Background: an optimization exercise with open tools, aiming at small area. Do not read the settings as production practice. At most, simulation tests tie the RTL to the original design; equivalence was not proved. No activity file was given, so power comes from the tool's default toggle rates.

==> 10-16 <==
// idct8_serial
module idct8_serial (
  input  logic        clk,
  input  logic        rst,
  input  logic        in_valid,
  input  logic [24:0] in,
  output logic        out_valid,
  output logic        frame_start,
  output logic [24:0] O
);
Settings: LEC_CHECK=0, CAP_MARGIN=20, CORE_MARGIN=2, CORE_UTILIZATION=55, SLEW_MARGIN=20, BUFFER_PORTS_ARGS=-buffer_cell sky130_fd_sc_hd__buf_1, CTS_ARGS=-sink_clustering_enable -repair_clock_nets -dont_use_dummy_load -buf_list sky130_fd_sc_hd__clkbuf_8 -sink_clustering_size 16 -sink_clustering_max_diameter 60; clock period 15.0 ns.
standard.sh (not shown) runs the stock make flow with config.mk's settings and CLKGATE_MAP_FILE= SYNTH_SCRIPT=/design/flow/synth_recipe.tcl, a recipe that flattens the netlist after the stock synthesis.
==> flow/flow/run.sh <==
#!/bin/bash
# Layout flow: the standard ORFS flow (standard.sh, unchanged synthesis),
# with two changes to the cells the layout steps insert:
#  - port buffers are sky130_fd_sc_hd__buf_1 (every port still gets one)
#  - clock tree synthesis uses clkbuf_8 clusters and adds no dummy loads
# make's full output goes to standard.log; ORFS keeps each step's log under orfs/logs.
set -euo pipefail
cat >> config.mk <<'EOT'
export BUFFER_PORTS_ARGS = -buffer_cell sky130_fd_sc_hd__buf_1
export CTS_ARGS = -sink_clustering_enable -repair_clock_nets -dont_use_dummy_load -buf_list sky130_fd_sc_hd__clkbuf_8 -sink_clustering_size 16 -sink_clustering_max_diameter 60
EOT
bash standard.sh > standard.log 2>&1
==> 07-09: changes against 10-16 <==
--- a/flow/design.v
+++ b/flow/design.v
@@ -58,31 +58,34 @@
   logic [20:0] accp_b [0:3], accq_b [0:3], sump_b [0:3], sumq_b [0:3];
   logic [3:0]  cp, cq, cp_q, cq_q;
   logic [20:0] obuf [1:7];
   logic [20:0] o_q;
   logic [12:0] m3_a; logic m3_c, m3_cq;
   logic [13:0] m3_b;
+  logic [12:0] m9_a; logic m9_c, m9_cq;
+  logic [15:0] m9_b;
   logic [12:0] m11_a; logic m11_c, m11_cq;
   logic [15:0] m11_b;
   logic [12:0] m27_a; logic m27_c, m27_cq;
   logic [16:0] m27_b;
-  logic [12:0] m51_a; logic m51_c, m51_cq;
-  logic [17:0] m51_b;
   logic [12:0] m33_a; logic m33_c, m33_cq;
   logic [17:0] m33_b;
   logic [12:0] m39_a; logic m39_c, m39_cq;
   logic [17:0] m39_b;
   logic [12:0] m43_a; logic m43_c, m43_cq;
   logic [17:0] m43_b;
   logic [12:0] m47_a; logic m47_c, m47_cq;
   logic [17:0] m47_b;
+  logic [12:0] m51_a; logic m51_c, m51_cq;
+  logic [17:0] m51_b;
   logic [12:0] m21_a; logic m21_c, m21_cq;
   logic [16:0] m21_b;
   logic [12:0] m55_a; logic m55_c, m55_cq;
   logic [17:0] m55_b;
   logic [12:0] m3_lq;
+  logic [12:0] m9_lq;
   wire [12:0] p11_a = m11_a;
   wire [20:0] p11_b = {m11_b[15], m11_b[15], m11_b[15], m11_b[15], m11_b[15], m11_b[15], m11_b[14], m11_b[13], m11_b[12], m11_b[11], m11_b[10], m11_b[9], m11_b[8], m11_b[7], m11_b[6], m11_b[5], m11_b[4], m11_b[3], m11_b[2], m11_b[1], m11_b[0]};
   wire [12:0] p27_a = m27_a;
   wire [20:0] p27_b = {m27_b[16], m27_b[16], m27_b[16], m27_b[16], m27_b[16], m27_b[15], m27_b[14], m27_b[13], m27_b[12], m27_b[11], m27_b[10], m27_b[9], m27_b[8], m27_b[7], m27_b[6], m27_b[5], m27_b[4], m27_b[3], m27_b[2], m27_b[1], m27_b[0]};
   wire [12:0] p33_a = m33_a;
   wire [20:0] p33_b = {m33_b[17], m33_b[17], m33_b[17], m33_b[17], m33_b[16], m33_b[15], m33_b[14], m33_b[13], m33_b[12], m33_b[11], m33_b[10], m33_b[9], m33_b[8], m33_b[7], m33_b[6], m33_b[5], m33_b[4], m33_b[3], m33_b[2], m33_b[1], m33_b[0]};
@@ -96,31 +99,33 @@
   wire [20:0] p51_b = {m51_b[17], m51_b[17], m51_b[17], m51_b[17], m51_b[16], m51_b[15], m51_b[14], m51_b[13], m51_b[12], m51_b[11], m51_b[10], m51_b[9], m51_b[8], m51_b[7], m51_b[6], m51_b[5], m51_b[4], m51_b[3], m51_b[2], m51_b[1], m51_b[0]};
   wire [12:0] p21_a = m21_a;
   wire [20:0] p21_b = {m21_b[16], m21_b[16], m21_b[16], m21_b[16], m21_b[16], m21_b[15], m21_b[14], m21_b[13], m21_b[12], m21_b[11], m21_b[10], m21_b[9], m21_b[8], m21_b[7], m21_b[6], m21_b[5], m21_b[4], m21_b[3], m21_b[2], m21_b[1], m21_b[0]};
   wire [12:0] p55_a = m55_a;
   wire [20:0] p55_b = {m55_b[17], m55_b[17], m55_b[17], m55_b[17], m55_b[16], m55_b[15], m55_b[14], m55_b[13], m55_b[12], m55_b[11], m55_b[10], m55_b[9], m55_b[8], m55_b[7], m55_b[6], m55_b[5], m55_b[4], m55_b[3], m55_b[2], m55_b[1], m55_b[0]};
   rca #(13) i_m3_a (.a({in[12], in[11], in[10], in[9], in[8], in[7], in[6], in[5], in[4], in[3], in[2], in[1], in[0]}), .b({in[11], in[10], in[9], in[8], in[7], in[6], in[5], in[4], in[3], in[2], in[1], in[0], 1'b0}), .ci(1'b0), .s(m3_a), .co(m3_c));
+  rca #(13) i_m9_a (.a({in[9], in[8], in[7], in[6], in[5], in[4], in[3], in[2], in[1], in[0], 1'b0, 1'b0, 1'b0}), .b({in[12], in[11], in[10], in[9], in[8], in[7], in[6], in[5], in[4], in[3], in[2], in[1], in[0]}), .ci(1'b0), .s(m9_a), .co(m9_c));
   rca #(13) i_m11_a (.a({in[9], in[8], in[7], in[6], in[5], in[4], in[3], in[2], in[1], in[0], 1'b0, 1'b0, 1'b0}), .b({m3_a[12], m3_a[11], m3_a[10], m3_a[9], m3_a[8], m3_a[7], m3_a[6], m3_a[5], m3_a[4], m3_a[3], m3_a[2], m3_a[1], m3_a[0]}), .ci(1'b0), .s(m11_a), .co(m11_c));
   rca #(13) i_m27_a (.a({m3_a[9], m3_a[8], m3_a[7], m3_a[6], m3_a[5], m3_a[4], m3_a[3], m3_a[2], m3_a[1], m3_a[0], 1'b0, 1'b0, 1'b0}), .b({m3_a[12], m3_a[11], m3_a[10], m3_a[9], m3_a[8], m3_a[7], m3_a[6], m3_a[5], m3_a[4], m3_a[3], m3_a[2], m3_a[1], m3_a[0]}), .ci(1'b0), .s(m27_a), .co(m27_c));
-  rca #(13) i_m51_a (.a({m3_a[8], m3_a[7], m3_a[6], m3_a[5], m3_a[4], m3_a[3], m3_a[2], m3_a[1], m3_a[0], 1'b0, 1'b0, 1'b0, 1'b0}), .b({m3_a[12], m3_a[11], m3_a[10], m3_a[9], m3_a[8], m3_a[7], m3_a[6], m3_a[5], m3_a[4], m3_a[3], m3_a[2], m3_a[1], m3_a[0]}), .ci(1'b0), .s(m51_a), .co(m51_c));
   rca #(13) i_m33_a (.a({in[7], in[6], in[5], in[4], in[3], in[2], in[1], in[0], 1'b0, 1'b0, 1'b0, 1'b0, 1'b0}), .b({in[12], in[11], in[10], in[9], in[8], in[7], in[6], in[5], in[4], in[3], in[2], in[1], in[0]}), .ci(1'b0), .s(m33_a), .co(m33_c));
-  rca #(13) i_m39_a (.a({m27_a[12], m27_a[11], m27_a[10], m27_a[9], m27_a[8], m27_a[7], m27_a[6], m27_a[5], m27_a[4], m27_a[3], m27_a[2], m27_a[1], m27_a[0]}), .b({m3_a[10], m3_a[9], m3_a[8], m3_a[7], m3_a[6], m3_a[5], m3_a[4], m3_a[3], m3_a[2], m3_a[1], m3_a[0], 1'b0, 1'b0}), .ci(1'b0), .s(m39_a), .co(m39_c));
+  rca #(13) i_m39_a (.a({m9_a[10], m9_a[9], m9_a[8], m9_a[7], m9_a[6], m9_a[5], m9_a[4], m9_a[3], m9_a[2], m9_a[1], m9_a[0], 1'b0, 1'b0}), .b({m3_a[12], m3_a[11], m3_a[10], m3_a[9], m3_a[8], m3_a[7], m3_a[6], m3_a[5], m3_a[4], m3_a[3], m3_a[2], m3_a[1], m3_a[0]}), .ci(1'b0), .s(m39_a), .co(m39_c));
   rca #(13) i_m43_a (.a({in[7], in[6], in[5], in[4], in[3], in[2], in[1], in[0], 1'b0, 1'b0, 1'b0, 1'b0, 1'b0}), .b({m11_a[12], m11_a[11], m11_a[10], m11_a[9], m11_a[8], m11_a[7], m11_a[6], m11_a[5], m11_a[4], m11_a[3], m11_a[2], m11_a[1], m11_a[0]}), .ci(1'b0), .s(m43_a), .co(m43_c));
   rca #(13) i_m47_a (.a({m3_a[8], m3_a[7], m3_a[6], m3_a[5], m3_a[4], m3_a[3], m3_a[2], m3_a[1], m3_a[0], 1'b0, 1'b0, 1'b0, 1'b0}), .b({~in[12], ~in[11], ~in[10], ~in[9], ~in[8], ~in[7], ~in[6], ~in[5], ~in[4], ~in[3], ~in[2], ~in[1], ~in[0]}), .ci(1'b1), .s(m47_a), .co(m47_c));
+  rca #(13) i_m51_a (.a({m3_a[8], m3_a[7], m3_a[6], m3_a[5], m3_a[4], m3_a[3], m3_a[2], m3_a[1], m3_a[0], 1'b0, 1'b0, 1'b0, 1'b0}), .b({m3_a[12], m3_a[11], m3_a[10], m3_a[9], m3_a[8], m3_a[7], m3_a[6], m3_a[5], m3_a[4], m3_a[3], m3_a[2], m3_a[1], m3_a[0]}), .ci(1'b0), .s(m51_a), .co(m51_c));
   rca #(13) i_m21_a (.a({m3_a[9], m3_a[8], m3_a[7], m3_a[6], m3_a[5], m3_a[4], m3_a[3], m3_a[2], m3_a[1], m3_a[0], 1'b0, 1'b0, 1'b0}), .b({~m3_a[12], ~m3_a[11], ~m3_a[10], ~m3_a[9], ~m3_a[8], ~m3_a[7], ~m3_a[6], ~m3_a[5], ~m3_a[4], ~m3_a[3], ~m3_a[2], ~m3_a[1], ~m3_a[0]}), .ci(1'b1), .s(m21_a), .co(m21_c));
-  rca #(13) i_m55_a (.a({m51_a[12], m51_a[11], m51_a[10], m51_a[9], m51_a[8], m51_a[7], m51_a[6], m51_a[5], m51_a[4], m51_a[3], m51_a[2], m51_a[1], m51_a[0]}), .b({in[10], in[9], in[8], in[7], in[6], in[5], in[4], in[3], in[2], in[1], in[0], 1'b0, 1'b0}), .ci(1'b0), .s(m55_a), .co(m55_c));
+  rca #(13) i_m55_a (.a({in[6], in[5], in[4], in[3], in[2], in[1], in[0], 1'b0, 1'b0, 1'b0, 1'b0, 1'b0, 1'b0}), .b({~m9_a[12], ~m9_a[11], ~m9_a[10], ~m9_a[9], ~m9_a[8], ~m9_a[7], ~m9_a[6], ~m9_a[5], ~m9_a[4], ~m9_a[3], ~m9_a[2], ~m9_a[1], ~m9_a[0]}), .ci(1'b1), .s(m55_a), .co(m55_c));
   rca #(14) i_m3_b (.a({xh[17], xh[17], xh[17], xh[16], xh[15], xh[14], xh[13], xh[12], xh[11], xh[10], xh[9], xh[8], xh[7], xh[6]}), .b({xh[17], xh[17], xh[16], xh[15], xh[14], xh[13], xh[12], xh[11], xh[10], xh[9], xh[8], xh[7], xh[6], xh[5]}), .ci(m3_cq), .s(m3_b), .co());
+  rca #(16) i_m9_b (.a({xh[17], xh[17], xh[16], xh[15], xh[14], xh[13], xh[12], xh[11], xh[10], xh[9], xh[8], xh[7], xh[6], xh[5], xh[4], xh[3]}), .b({xh[17], xh[17], xh[17], xh[17], xh[17], xh[16], xh[15], xh[14], xh[13], xh[12], xh[11], xh[10], xh[9], xh[8], xh[7], xh[6]}), .ci(m9_cq), .s(m9_b), .co());
   rca #(16) i_m11_b (.a({xh[17], xh[17], xh[16], xh[15], xh[14], xh[13], xh[12], xh[11], xh[10], xh[9], xh[8], xh[7], xh[6], xh[5], xh[4], xh[3]}), .b({m3_b[13], m3_b[13], m3_b[13], m3_b[12], m3_b[11], m3_b[10], m3_b[9], m3_b[8], m3_b[7], m3_b[6], m3_b[5], m3_b[4], m3_b[3], m3_b[2], m3_b[1], m3_b[0]}), .ci(m11_cq), .s(m11_b), .co());
   rca #(17) i_m27_b (.a({m3_b[13], m3_b[12], m3_b[11], m3_b[10], m3_b[9], m3_b[8], m3_b[7], m3_b[6], m3_b[5], m3_b[4], m3_b[3], m3_b[2], m3_b[1], m3_b[0], m3_lq[12], m3_lq[11], m3_lq[10]}), .b({m3_b[13], m3_b[13], m3_b[13], m3_b[13], m3_b[12], m3_b[11], m3_b[10], m3_b[9], m3_b[8], m3_b[7], m3_b[6], m3_b[5], m3_b[4], m3_b[3], m3_b[2], m3_b[1], m3_b[0]}), .ci(m27_cq), .s(m27_b), .co());
-  rca #(18) i_m51_b (.a({m3_b[13], m3_b[12], m3_b[11], m3_b[10], m3_b[9], m3_b[8], m3_b[7], m3_b[6], m3_b[5], m3_b[4], m3_b[3], m3_b[2], m3_b[1], m3_b[0], m3_lq[12], m3_lq[11], m3_lq[10], m3_lq[9]}), .b({m3_b[13], m3_b[13], m3_b[13], m3_b[13], m3_b[13], m3_b[12], m3_b[11], m3_b[10], m3_b[9], m3_b[8], m3_b[7], m3_b[6], m3_b[5], m3_b[4], m3_b[3], m3_b[2], m3_b[1], m3_b[0]}), .ci(m51_cq), .s(m51_b), .co());
   rca #(18) i_m33_b (.a({xh[17], xh[17], xh[16], xh[15], xh[14], xh[13], xh[12], xh[11], xh[10], xh[9], xh[8], xh[7], xh[6], xh[5], xh[4], xh[3], xh[2], xh[1]}), .b({xh[17], xh[17], xh[17], xh[17], xh[17], xh[17], xh[17], xh[16], xh[15], xh[14], xh[13], xh[12], xh[11], xh[10], xh[9], xh[8], xh[7], xh[6]}), .ci(m33_cq), .s(m33_b), .co());
-  rca #(18) i_m39_b (.a({m27_b[16], m27_b[16], m27_b[15], m27_b[14], m27_b[13], m27_b[12], m27_b[11], m27_b[10], m27_b[9], m27_b[8], m27_b[7], m27_b[6], m27_b[5], m27_b[4], m27_b[3], m27_b[2], m27_b[1], m27_b[0]}), .b({m3_b[13], m3_b[13], m3_b[13], m3_b[12], m3_b[11], m3_b[10], m3_b[9], m3_b[8], m3_b[7], m3_b[6], m3_b[5], m3_b[4], m3_b[3], m3_b[2], m3_b[1], m3_b[0], m3_lq[12], m3_lq[11]}), .ci(m39_cq), .s(m39_b), .co());
+  rca #(18) i_m39_b (.a({m9_b[15], m9_b[14], m9_b[13], m9_b[12], m9_b[11], m9_b[10], m9_b[9], m9_b[8], m9_b[7], m9_b[6], m9_b[5], m9_b[4], m9_b[3], m9_b[2], m9_b[1], m9_b[0], m9_lq[12], m9_lq[11]}), .b({m3_b[13], m3_b[13], m3_b[13], m3_b[13], m3_b[13], m3_b[12], m3_b[11], m3_b[10], m3_b[9], m3_b[8], m3_b[7], m3_b[6], m3_b[5], m3_b[4], m3_b[3], m3_b[2], m3_b[1], m3_b[0]}), .ci(m39_cq), .s(m39_b), .co());
   rca #(18) i_m43_b (.a({xh[17], xh[17], xh[16], xh[15], xh[14], xh[13], xh[12], xh[11], xh[10], xh[9], xh[8], xh[7], xh[6], xh[5], xh[4], xh[3], xh[2], xh[1]}), .b({m11_b[15], m11_b[15], m11_b[15], m11_b[14], m11_b[13], m11_b[12], m11_b[11], m11_b[10], m11_b[9], m11_b[8], m11_b[7], m11_b[6], m11_b[5], m11_b[4], m11_b[3], m11_b[2], m11_b[1], m11_b[0]}), .ci(m43_cq), .s(m43_b), .co());
   rca #(18) i_m47_b (.a({m3_b[13], m3_b[12], m3_b[11], m3_b[10], m3_b[9], m3_b[8], m3_b[7], m3_b[6], m3_b[5], m3_b[4], m3_b[3], m3_b[2], m3_b[1], m3_b[0], m3_lq[12], m3_lq[11], m3_lq[10], m3_lq[9]}), .b({~xh[17], ~xh[17], ~xh[17], ~xh[17], ~xh[17], ~xh[17], ~xh[17], ~xh[16], ~xh[15], ~xh[14], ~xh[13], ~xh[12], ~xh[11], ~xh[10], ~xh[9], ~xh[8], ~xh[7], ~xh[6]}), .ci(m47_cq), .s(m47_b), .co());
+  rca #(18) i_m51_b (.a({m3_b[13], m3_b[12], m3_b[11], m3_b[10], m3_b[9], m3_b[8], m3_b[7], m3_b[6], m3_b[5], m3_b[4], m3_b[3], m3_b[2], m3_b[1], m3_b[0], m3_lq[12], m3_lq[11], m3_lq[10], m3_lq[9]}), .b({m3_b[13], m3_b[13], m3_b[13], m3_b[13], m3_b[13], m3_b[12], m3_b[11], m3_b[10], m3_b[9], m3_b[8], m3_b[7], m3_b[6], m3_b[5], m3_b[4], m3_b[3], m3_b[2], m3_b[1], m3_b[0]}), .ci(m51_cq), .s(m51_b), .co());
   rca #(17) i_m21_b (.a({m3_b[13], m3_b[12], m3_b[11], m3_b[10], m3_b[9], m3_b[8], m3_b[7], m3_b[6], m3_b[5], m3_b[4], m3_b[3], m3_b[2], m3_b[1], m3_b[0], m3_lq[12], m3_lq[11], m3_lq[10]}), .b({~m3_b[13], ~m3_b[13], ~m3_b[13], ~m3_b[13], ~m3_b[12], ~m3_b[11], ~m3_b[10], ~m3_b[9], ~m3_b[8], ~m3_b[7], ~m3_b[6], ~m3_b[5], ~m3_b[4], ~m3_b[3], ~m3_b[2], ~m3_b[1], ~m3_b[0]}), .ci(m21_cq), .s(m21_b), .co());
-  rca #(18) i_m55_b (.a({m51_b[17], m51_b[16], m51_b[15], m51_b[14], m51_b[13], m51_b[12], m51_b[11], m51_b[10], m51_b[9], m51_b[8], m51_b[7], m51_b[6], m51_b[5], m51_b[4], m51_b[3], m51_b[2], m51_b[1], m51_b[0]}), .b({xh[17], xh[17], xh[17], xh[17], xh[17], xh[16], xh[15], xh[14], xh[13], xh[12], xh[11], xh[10], xh[9], xh[8], xh[7], xh[6], xh[5], xh[4]}), .ci(m55_cq), .s(m55_b), .co());
+  rca #(18) i_m55_b (.a({xh[17], xh[16], xh[15], xh[14], xh[13], xh[12], xh[11], xh[10], xh[9], xh[8], xh[7], xh[6], xh[5], xh[4], xh[3], xh[2], xh[1], xh[0]}), .b({~m9_b[15], ~m9_b[15], ~m9_b[15], ~m9_b[14], ~m9_b[13], ~m9_b[12], ~m9_b[11], ~m9_b[10], ~m9_b[9], ~m9_b[8], ~m9_b[7], ~m9_b[6], ~m9_b[5], ~m9_b[4], ~m9_b[3], ~m9_b[2], ~m9_b[1], ~m9_b[0]}), .ci(m55_cq), .s(m55_b), .co());
   logic [12:0] ma0; logic naP0, naQ0;
   logic [20:0] mb0; logic nbP0, nbQ0;
   always_comb begin
     ma0 = '0; naP0 = 1'b0; naQ0 = 1'b0;
     if (in_valid) case (k)
       3'd0: begin ma0 = p39_a; naP0 = 1'b0; naQ0 = 1'b0; end
@@ -263,49 +268,45 @@
   end
   always_ff @(posedge clk) begin
     pend <= in_valid;
     kb   <= k;
     xh   <= in[24:7];
     m3_cq <= m3_c;
+    m9_cq <= m9_c;
     m11_cq <= m11_c;
     m27_cq <= m27_c;
-    m51_cq <= m51_c;
     m33_cq <= m33_c;
     m39_cq <= m39_c;
     m43_cq <= m43_c;
     m47_cq <= m47_c;
+    m51_cq <= m51_c;
     m21_cq <= m21_c;
     m55_cq <= m55_c;
     m3_lq[9] <= m3_a[9];
     m3_lq[10] <= m3_a[10];
     m3_lq[11] <= m3_a[11];
     m3_lq[12] <= m3_a[12];
+    m9_lq[11] <= m9_a[11];
+    m9_lq[12] <= m9_a[12];
     cp_q <= cp;
     cq_q <= cq;
     for (int j = 0; j < 4; j++) begin
       accp_a[j] <= sump_a[j];
       accq_a[j] <= sumq_a[j];
       accp_b[j] <= sump_b[j];
       accq_b[j] <= sumq_b[j];
     end
-    if (in_valid && k == 3'd0) begin
-      obuf[7] <= sumq_b[0];
-      for (int j = 1; j < 4; j++) begin
-        obuf[j]     <= sump_b[j];
-        obuf[7 - j] <= sumq_b[j];
+    if (in_valid) begin
+      if (k == 3'd0) begin
+        o_q     <= sump_b[0];
+        obuf[7] <= sumq_b[0];
+        for (int j = 1; j < 4; j++) begin
+          obuf[j]     <= sump_b[j];
+          obuf[7 - j] <= sumq_b[j];
+        end
+      end else begin
+        o_q <= obuf[k];
       end
     end
   end
-  always_comb begin
-    case (k)
-      3'd1:    o_q = accp_b[0];
-      3'd2:    o_q = obuf[1];
-      3'd3:    o_q = obuf[2];
-      3'd4:    o_q = obuf[3];
-      3'd5:    o_q = obuf[4];
-      3'd6:    o_q = obuf[5];
-      3'd7:    o_q = obuf[6];
-      default: o_q = obuf[7];
-    endcase
-  end
   assign O = {{4{o_q[20]}}, o_q};
 endmodule
==> flow/run.sh (new file) <==
#!/bin/bash
# synth_recipe.tcl (not shown) runs the flow's synth.tcl, then flattens the netlist and writes it again
# the make line also repeats each setting of config.mk as NAME=value (left out here)
make -C /OpenROAD-flow-scripts/flow DESIGN_CONFIG=/design/flow/config.mk WORK_HOME=/design/flow/orfs CLKGATE_MAP_FILE= SYNTH_SCRIPT=/design/flow/synth_recipe.tcl finish
- ABC_AREA: unset -> 1
- BUFFER_PORTS_ARGS: -buffer_cell sky130_fd_sc_hd__buf_1 -> unset
- CORE_UTILIZATION: 55 -> 70
- CTS_ARGS: -sink_clustering_enable -repair_clock_nets -dont_use_dummy_load -buf_list sky130_fd_sc_hd__clkbuf_8 -sink_clustering_size 16 -sink_clustering_max_diameter 60 -> unset
removed: flow/flow/run.sh
removed: flow/standard.sh
==> 03-11: changes against 10-16 <==
--- a/flow/design.v
+++ b/flow/design.v
@@ -284,28 +284,21 @@
     for (int j = 0; j < 4; j++) begin
       accp_a[j] <= sump_a[j];
       accq_a[j] <= sumq_a[j];
       accp_b[j] <= sump_b[j];
       accq_b[j] <= sumq_b[j];
     end
-    if (in_valid && k == 3'd0) begin
-      obuf[7] <= sumq_b[0];
-      for (int j = 1; j < 4; j++) begin
-        obuf[j]     <= sump_b[j];
-        obuf[7 - j] <= sumq_b[j];
+    if (in_valid) begin
+      if (k == 3'd0) begin
+        o_q     <= sump_b[0];
+        obuf[7] <= sumq_b[0];
+        for (int j = 1; j < 4; j++) begin
+          obuf[j]     <= sump_b[j];
+          obuf[7 - j] <= sumq_b[j];
+        end
+      end else begin
+        o_q <= obuf[k];
       end
     end
   end
-  always_comb begin
-    case (k)
-      3'd1:    o_q = accp_b[0];
-      3'd2:    o_q = obuf[1];
-      3'd3:    o_q = obuf[2];
-      3'd4:    o_q = obuf[3];
-      3'd5:    o_q = obuf[4];
-      3'd6:    o_q = obuf[5];
-      3'd7:    o_q = obuf[6];
-      default: o_q = obuf[7];
-    endcase
-  end
   assign O = {{4{o_q[20]}}, o_q};
 endmodule
==> flow/run.sh (new file) <==
#!/bin/bash
# synth_recipe.tcl (not shown) runs the flow's synth.tcl, then flattens the netlist and writes it again
# the make line also repeats each setting of config.mk as NAME=value (left out here)
make -C /OpenROAD-flow-scripts/flow DESIGN_CONFIG=/design/flow/config.mk WORK_HOME=/design/flow/orfs CLKGATE_MAP_FILE= SYNTH_SCRIPT=/design/flow/synth_recipe.tcl finish
- BUFFER_PORTS_ARGS: -buffer_cell sky130_fd_sc_hd__buf_1 -> unset
- CTS_ARGS: -sink_clustering_enable -repair_clock_nets -dont_use_dummy_load -buf_list sky130_fd_sc_hd__clkbuf_8 -sink_clustering_size 16 -sink_clustering_max_diameter 60 -> unset
- CTS_BUF_LIST: unset -> sky130_fd_sc_hd__clkbuf_16
- CTS_CLUSTER_DIAMETER: unset -> 80
- CTS_CLUSTER_SIZE: unset -> 30
removed: flow/flow/run.sh
removed: flow/standard.sh
==> run notes <==
| item | 10-16 | 03-11 | 07-09 |
|---|---|---|---|
| Sequential group share of total power | 0.295 | 0.290 | 0.306 |
| Clock group share of total power | 0.086 | 0.118 | 0.174 |
| Seq area share | 0.311 | 0.318 | 0.307 |
| Clock root buffer master | clkbuf_8 | clkbuf_16 | clkbuf_16 |
| Clock sink total | 468 | 489 | 493 |
| CP arrival | 14.08 ns | 14.08 ns | 14.37 ns |
| Num rows | 90 | 91 | 81 |
| Placed wire-length estimate after detailed placement | 71,400 microns | 73,700 microns | 80,900 microns |
| Die extent in x | 252 microns | 252 microns | 228 microns |
| Place WS | 1.19 ns | 1.36 ns | 1.23 ns |
| Power consumed by combinational cells | 0.00490 W | 0.00505 W | 0.00407 W |
| Diode insertion count for antenna repair | 0 | 0 | 3 |
| Post-layout instance area | 34,900 sq um | 36,100 sq um | 37,600 sq um |
| Tightest Pin Transition | 1.06 ns | 1.06 ns | 1.19 ns |
| DR WL met2 | 49,200 microns | 49,100 microns | 46,700 microns |
| Sequential power | 0.00234 W | 0.00247 W | 0.00240 W |
| Most common library cell in the layout ignoring fill and taps | fa_1 | fa_1 | nand2_1 |
| Weighted congestion at the end of routability-driven global placement | 0.988 | 0.946 | 0.973 |
| Cell Count, Final, Fillers Out | 3,917 | 3,934 | 4,652 |
| Clk slew on worst S/H paths | 0.10 ns | 0.10 ns | 0.07 ns |
| Internal Dissipation | 0.00430 W | 0.00470 W | 0.00435 W |
| Dominant cell by count in the synthesized netlist | fa_1 | fa_1 | nand2_1 |
| Data required time of the worst path | 15.37 ns | 15.38 ns | 15.39 ns |
| Result of the run | complete, no violations | complete, no violations | complete, no violations |
| Maximum fanout encountered on the critical timing path | 10 | 7 | 7 |
| Share of the synthesized area in the top cell type | 0.298 | 0.297 | 0.300 |
| Worst Slack Setup Final | 1.29 ns | 1.30 ns | 1.02 ns |
No functional check of the RTL was part of 07-09 and 03-11.

static timing again, ports no longer ideal:
How much do the figures lean on ideal ports? The routed layouts below were timed once more, with nothing changed but the port constraints.
Step 1 assumes that a clkbuf_16 drives the clock port and a buf_2 every other input.
Step 2 times the ports against the registers' clock, not the clock port: input delays grow and output delays shrink by t, the midpoint of the rising clock arrivals with the driver on.
a / b / c = ideal ports / drivers / drivers and shift; a / b = the first two.
run	t (ns)	slack for setup (ns)	worst slew at a driven data input, ns	cell pins on the clock port's net
10-16	0.693	1.286 / 1.286 / 1.286	0.04	1
07-09	0.680	1.022 / 1.022 / 1.022	0.06	1
03-11	0.688	1.295 / 1.295 / 1.295	0.08	1
After both steps setup and hold are still met in every run listed.
